Context: an optimization exercise on an open-source flow, tuned for small area. The choices shown serve that exercise and are no tape-out recipe. Only simulation tests tie the RTL to the original design; equivalence was not proved. Power figures rest on the tool's default switching activity, not on a simulated workload.

## garnet
==> flow/design.v <==
module execute_unit (
    input  logic        Clk,
    input  logic        Reset,
    input  logic [4:0]  Opcode,
    input  logic        I,
    input  logic [31:0] Op1,
    input  logic [31:0] Op2,
    input  logic [31:0] Immx,
    input  logic [31:0] BranchTarget,
    output logic [31:0] AluResult,
    output logic [4:0]  AluSignal,
    output logic [1:0]  Flags,
    output logic        IsSt,
    output logic        IsLd,
    output logic        IsBeq,
    output logic        IsBgt,
    output logic        IsRet,
    output logic        IsImmediate,
    output logic        IsWb,
    output logic        IsUBranch,
    output logic        IsCall,
    output logic [31:0] BranchPC,
    output logic        IsBranchTaken
);
    localparam logic [4:0] OP_CMP = 5'd5;
    localparam logic [4:0] OP_NOP = 5'd13;
    logic        op_valid;
    logic [31:0] a, b;
    logic [1:0]  flags_q;
    assign op_valid = (Opcode <= 5'd20);
    always_comb begin
        IsLd        = 1'b0;
        IsSt        = 1'b0;
        IsBeq       = 1'b0;
        IsBgt       = 1'b0;
        IsRet       = 1'b0;
        IsCall      = 1'b0;
        IsUBranch   = 1'b0;
        IsImmediate = 1'b0;
        IsWb        = 1'b0;
        AluSignal   = OP_NOP;
        if (op_valid) begin
            IsLd        = (Opcode == 5'd14);
            IsSt        = (Opcode == 5'd15);
            IsBeq       = (Opcode == 5'd16);
            IsBgt       = (Opcode == 5'd17);
            IsCall      = (Opcode == 5'd19);
            IsRet       = (Opcode == 5'd20);
            IsUBranch   = (Opcode == 5'd18) || (Opcode == 5'd19) || (Opcode == 5'd20);
            IsImmediate = I;
            IsWb        = (Opcode <= 5'd4) || ((Opcode >= 5'd6) && (Opcode <= 5'd12))
                          || (Opcode == 5'd14) || (Opcode == 5'd19);
            if (Opcode <= 5'd12)
                AluSignal = Opcode;
            else if (Opcode == 5'd14 || Opcode == 5'd15)
                AluSignal = 5'd0;
        end
    end
    assign a = Op1;
    assign b = IsImmediate ? Immx : Op2;
    logic m_add, m_sub, m_mul, m_div, m_rem, m_and, m_or, m_notb, m_movb;
    logic m_shl, m_shr, m_sra;
    assign m_add  = (AluSignal == 5'd0);
    assign m_sub  = (AluSignal == 5'd1) || (AluSignal == 5'd5);
    assign m_mul  = (AluSignal == 5'd2);
    assign m_div  = (AluSignal == 5'd3);
    assign m_rem  = (AluSignal == 5'd4);
    assign m_and  = (AluSignal == 5'd6);
    assign m_or   = (AluSignal == 5'd7);
    assign m_notb = (AluSignal == 5'd8);
    assign m_movb = (AluSignal == 5'd9);
    assign m_shl  = (AluSignal == 5'd10);
    assign m_shr  = (AluSignal == 5'd11);
    assign m_sra  = (AluSignal == 5'd12);
    logic dr, dlike, row0only, sa, sb;
    assign dr       = m_div | m_rem;
    assign dlike    = dr | m_shr | m_sra;           
    assign row0only = m_add | m_sub | m_notb | m_movb;
    assign sa       = a[31];
    assign sb       = b[31];
    logic [31:0] oh;
    always_comb begin
        oh = 32'd0;
        oh[b[4:0]] = 1'b1;
    end
    logic        inv_a, inc_a, use_a;
    logic [31:0] n_in;
    assign inv_a = sa & (dr | m_sra);
    assign inc_a = sa & dr;
    assign use_a = dlike | m_add | m_sub;
    genvar g;
    logic [31:0] ax, ac;
    assign ax = a ^ {32{inv_a}};
    assign ac[0] = inc_a;
    generate
        for (g = 1; g < 32; g++) begin : g_ainc
            assign ac[g] = inc_a & (&ax[g-1:0]);
        end
    endgenerate
    assign n_in  = use_a ? (ax ^ ac) : 32'd0;
    logic [31:0] yv, y;
    logic        sv, yinv, cin, m_sh;
    assign m_sh = m_shl | m_shr | m_sra;
    assign yv   = m_sh ? oh : b;
    assign sv   = dr & sb;
    assign yinv = (dlike & ~sv) | m_sub | m_notb;
    assign cin  = (dlike & ~sv) | m_sub;
    assign y    = yv ^ {32{yinv}};
    logic [31:0] hz;
    assign hz[0] = 1'b1;
    generate
        for (g = 1; g < 32; g++) begin : g_hz
            assign hz[g] = hz[g-1] & y[32-g];
        end
    endgenerate
    logic [31:0] en;
    always_comb begin
        en = a & {32{m_mul | m_shl}};
        if (row0only) en[0] = 1'b1;
    end
    logic [31:0] sel, r0;
    logic        co0;
    alu_array #(.SKIPMASK(8'b0000_0000)) u_arr (.n_n(~n_in), .yq(y ^ 32'h5555_5555), .cin(cin), .dlike(dlike), .en(en), .hz(hz),
                     .sel(sel), .r0(r0), .co0(co0));
    logic        qtype, bzero, neg, xinv;
    logic [31:0] x, arr;
    assign qtype = m_div | m_shr | m_sra;
    assign bzero = (b == 32'd0);
    assign neg   = (m_div & (sa ^ sb) & ~bzero) | (m_rem & sa);
    assign xinv  = neg | (m_sra & sa);
    assign x     = qtype ? sel : r0;
    logic [31:0] xx, xc;
    assign xx = x ^ {32{xinv}};
    assign xc[0] = neg;
    generate
        for (g = 1; g < 32; g++) begin : g_xinc
            assign xc[g] = neg & (&xx[g-1:0]);
        end
    endgenerate
    assign arr   = xx ^ xc;
    logic m_arr;
    assign m_arr = row0only | m_mul | m_shl | dlike;
    generate
        for (g = 0; g < 32; g++) begin : g_res
            alu_res_bit u_res (.arr(arr[g]), .a(a[g]), .b(b[g]), .m_and(m_and), .m_or(m_or),
                               .m_arr(m_arr), .res(AluResult[g]));
        end
    endgenerate
    logic cmp_eq, cmp_lt, cmp_gt;
    assign cmp_eq = (r0 == 32'd0);
    assign cmp_lt = (sa ^ sb) ? sa : ~co0;
    assign cmp_gt = ~cmp_lt & ~cmp_eq;
    always_ff @(posedge Clk or negedge Reset) begin
        if (!Reset)
            flags_q <= 2'b00;
        else if (Opcode == OP_CMP)
            flags_q <= {cmp_gt, cmp_eq};
    end
    assign Flags         = flags_q;
    assign BranchPC      = IsRet ? Op1 : BranchTarget;
    assign IsBranchTaken = IsUBranch | (IsBeq & flags_q[0]) | (IsBgt & flags_q[1]);
endmodule
module cell_pg_e (input logic tn, input logic yn, output logic g, output logic p);
    assign g = ~(tn | yn);
    assign p = ~(tn & yn);
endmodule
module cell_pg_o (input logic t, input logic y, output logic gn, output logic pn);
    assign gn = ~(t & y);
    assign pn = ~(t | y);
endmodule
module cell_cy_e (input logic g, input logic p, input logic c, output logic cn);
    assign cn = ~(g | (p & c));
endmodule
module cell_cy_o (input logic gn, input logic pn, input logic cn, output logic c);
    assign c = ~(gn & (pn | cn));
endmodule
module cell_gp4 (input logic g0, input logic p0, input logic gn1, input logic pn1,
                 input logic g2, input logic p2, input logic gn3, input logic pn3,
                 output logic gg, output logic pp);
    assign gg = ~gn3 | (~pn3 & (g2 | (p2 & (~gn1 | (~pn1 & g0)))));
    assign pp = p0 & ~pn1 & p2 & ~pn3;
endmodule
module cell_cy4 (input logic gg, input logic pp, input logic c, output logic co);
    assign co = gg | (pp & c);
endmodule
module cell_rz #(parameter bit TI = 1'b0, parameter bit YI = 1'b0, parameter bit CI = 1'b0,
                 parameter bit OI = 1'b0)
    (input logic t, input logic y, input logic c, input logic sel, output logic r);
    assign r = OI ^ ((t ^ TI) ^ (sel & ((y ^ YI) ^ (c ^ CI))));
endmodule
module alu_res_bit (input logic arr, input logic a, input logic b, input logic m_and,
                    input logic m_or, input logic m_arr, output logic res);
    assign res = (m_and & a & b) | (m_or & (a | b)) | (m_arr & arr);
endmodule
module alu_array #(parameter logic [7:0] SKIPMASK = 8'b0000_0000) (
    input  logic [31:0] n_n,
    input  logic [31:0] yq,
    input  logic        cin,
    input  logic        dlike,
    input  logic [31:0] en,
    input  logic [31:0] hz,
    output logic [31:0] sel,
    output logic [31:0] r0,
    output logic        co0
);
    logic [31:0] rq [0:32];
    logic [31:0] co;
    assign rq[32] = 32'd0;
    genvar g;
    generate
        for (g = 31; g >= 0; g--) begin : g_row
            localparam int W = 32 - g;
            logic [W-1:0] tq;        
            logic [W:0]   cq;        
            logic         cout;
            if (W == 1) begin : g_t1
                assign tq = n_n[g];
            end else begin : g_tn
                assign tq = {rq[g+1][W-2:0], n_n[g]};
            end
            assign cq[0] = cin;
            logic [W-1:0] gq, pq;      
            for (genvar i = 0; i < W; i++) begin : g_bit
                localparam bit SKIP = ((i % 4) == 3) && (SKIPMASK[i / 4] == 1'b1);
                if (i % 2 == 0) begin : g_e
                    cell_pg_e u_pg (.tn(tq[i]), .yn(yq[i]), .g(gq[i]), .p(pq[i]));
                    cell_cy_e u_cy (.g(gq[i]), .p(pq[i]), .c(cq[i]), .cn(cq[i+1]));
                    cell_rz #(.TI(1'b1), .YI(1'b1), .CI(1'b0), .OI(1'b0))
                        u_rz (.t(tq[i]), .y(yq[i]), .c(cq[i]), .sel(sel[g]), .r(rq[g][i]));
                end else begin : g_o
                    cell_pg_o u_pg (.t(tq[i]), .y(yq[i]), .gn(gq[i]), .pn(pq[i]));
                    if (SKIP) begin : g_skip
                        logic gg, pp;
                        cell_gp4 u_gp (.g0(gq[i-3]), .p0(pq[i-3]), .gn1(gq[i-2]), .pn1(pq[i-2]),
                                       .g2(gq[i-1]), .p2(pq[i-1]), .gn3(gq[i]), .pn3(pq[i]),
                                       .gg(gg), .pp(pp));
                        cell_cy4 u_cy (.gg(gg), .pp(pp), .c(cq[i-3]), .co(cq[i+1]));
                    end else begin : g_rip
                        cell_cy_o u_cy (.gn(gq[i]), .pn(pq[i]), .cn(cq[i]), .c(cq[i+1]));
                    end
                    cell_rz #(.TI(1'b0), .YI(1'b0), .CI(1'b1), .OI(g != 0))
                        u_rz (.t(tq[i]), .y(yq[i]), .c(cq[i]), .sel(sel[g]), .r(rq[g][i]));
                end
            end
            if (W < 32) begin : g_pad
                assign rq[g][31:W] = '0;
            end
            assign cout   = (W % 2 == 1) ? ~cq[W] : cq[W];
            assign co[g]  = cout;
            assign sel[g] = dlike ? (cout & hz[g]) : en[g];
        end
    endgenerate
    assign r0  = rq[0];
    assign co0 = co[0];
endmodule
export LEC_CHECK = 0
export CAP_MARGIN = 20
export CORE_MARGIN = 2
export CORE_UTILIZATION = 50
export SLEW_MARGIN = 20
export SYNTH_HIERARCHICAL = 1
create_clock -name core_clock -period 210.0 [get_ports {Clk}]
run.sh (not shown) runs the stock make flow with config.mk's settings and CLKGATE_MAP_FILE= SYNTH_SCRIPT=/design/flow/synth_recipe.tcl, a recipe that flattens the netlist after the stock synthesis.
Setup changes, garnet to amber
--- a/flow/design.v
+++ b/flow/design.v
@@ -119,9 +119,9 @@
         if (row0only) en[0] = 1'b1;
     end
     logic [31:0] sel, r0;
     logic        co0;
-    alu_array #(.SKIPMASK(8'b0000_0000)) u_arr (.n_n(~n_in), .yq(y ^ 32'h5555_5555), .cin(cin), .dlike(dlike), .en(en), .hz(hz),
+    alu_array #(.SKIPMASK(8'b0001_0010)) u_arr (.n_n(~n_in), .yq(y ^ 32'h5555_5555), .cin(cin), .dlike(dlike), .en(en), .hz(hz),
                      .sel(sel), .r0(r0), .co0(co0));
     logic        qtype, bzero, neg, xinv;
     logic [31:0] x, arr;
     assign qtype = m_div | m_shr | m_sra;
@@ -137,16 +137,17 @@
             assign xc[g] = neg & (&xx[g-1:0]);
         end
     endgenerate
     assign arr   = xx ^ xc;
-    logic m_arr;
-    assign m_arr = row0only | m_mul | m_shl | dlike;
-    generate
-        for (g = 0; g < 32; g++) begin : g_res
-            alu_res_bit u_res (.arr(arr[g]), .a(a[g]), .b(b[g]), .m_and(m_and), .m_or(m_or),
-                               .m_arr(m_arr), .res(AluResult[g]));
-        end
-    endgenerate
+    always_comb begin
+        AluResult = 32'd0;
+        if (m_and)
+            AluResult = a & b;
+        else if (m_or)
+            AluResult = a | b;
+        else if (row0only | m_mul | m_shl | dlike)
+            AluResult = arr;
+    end
     logic cmp_eq, cmp_lt, cmp_gt;
     assign cmp_eq = (r0 == 32'd0);
     assign cmp_lt = (sa ^ sb) ? sa : ~co0;
     assign cmp_gt = ~cmp_lt & ~cmp_eq;
@@ -186,12 +187,8 @@
 module cell_rz #(parameter bit TI = 1'b0, parameter bit YI = 1'b0, parameter bit CI = 1'b0,
                  parameter bit OI = 1'b0)
     (input logic t, input logic y, input logic c, input logic sel, output logic r);
     assign r = OI ^ ((t ^ TI) ^ (sel & ((y ^ YI) ^ (c ^ CI))));
-endmodule
-module alu_res_bit (input logic arr, input logic a, input logic b, input logic m_and,
-                    input logic m_or, input logic m_arr, output logic res);
-    assign res = (m_and & a & b) | (m_or & (a | b)) | (m_arr & arr);
 endmodule
 module alu_array #(parameter logic [7:0] SKIPMASK = 8'b0000_0000) (
     input  logic [31:0] n_n,
     input  logic [31:0] yq,
Per the comparison of amber with garnet, number of global-route vias before repair increased 2048, top fanout value on the critical path has increased, share of power burned in the clock network was more or less identical, non-clock buffer count shows a reduction of 14, overall power rose by 4.6%.
Any difference in deepest clock path buffer count between garnet and amber is small enough to ignore.
amber against garnet: part of the power in combinational logic level, hold slack roughly the same.
The number of standard cells in the final layout excluding fillers reported for amber is greater than that of garnet by 290.

[re-timing with driven ports]
In the flow no input, the clock included, has a driving cell. The finished layouts below were timed again as built, in two steps.
Step 1 sets driving cells, clkbuf_16 on the clock port and buf_2 on the other inputs (assumed; they add their load-dependent delay and slew).
Step 2 adds t to the input delays and takes it off the output delays; t is the mean of the earliest and latest rising clock arrival at the registers after step 1. Input paths then give back, and output paths get back, about the clock's delay inside the block.
Slacks: ideal / step 1 / step 2; pairs: ideal / step 1.
run | t, ns | slack for setup (ns) | worst setup path after step 2
garnet | 0.242 | 10.311 / 10.285 / 10.285 | input to output
amber | 0.249 | 15.431 / 15.405 / 15.405 | input to output
After both steps setup and hold are still met in every run listed.
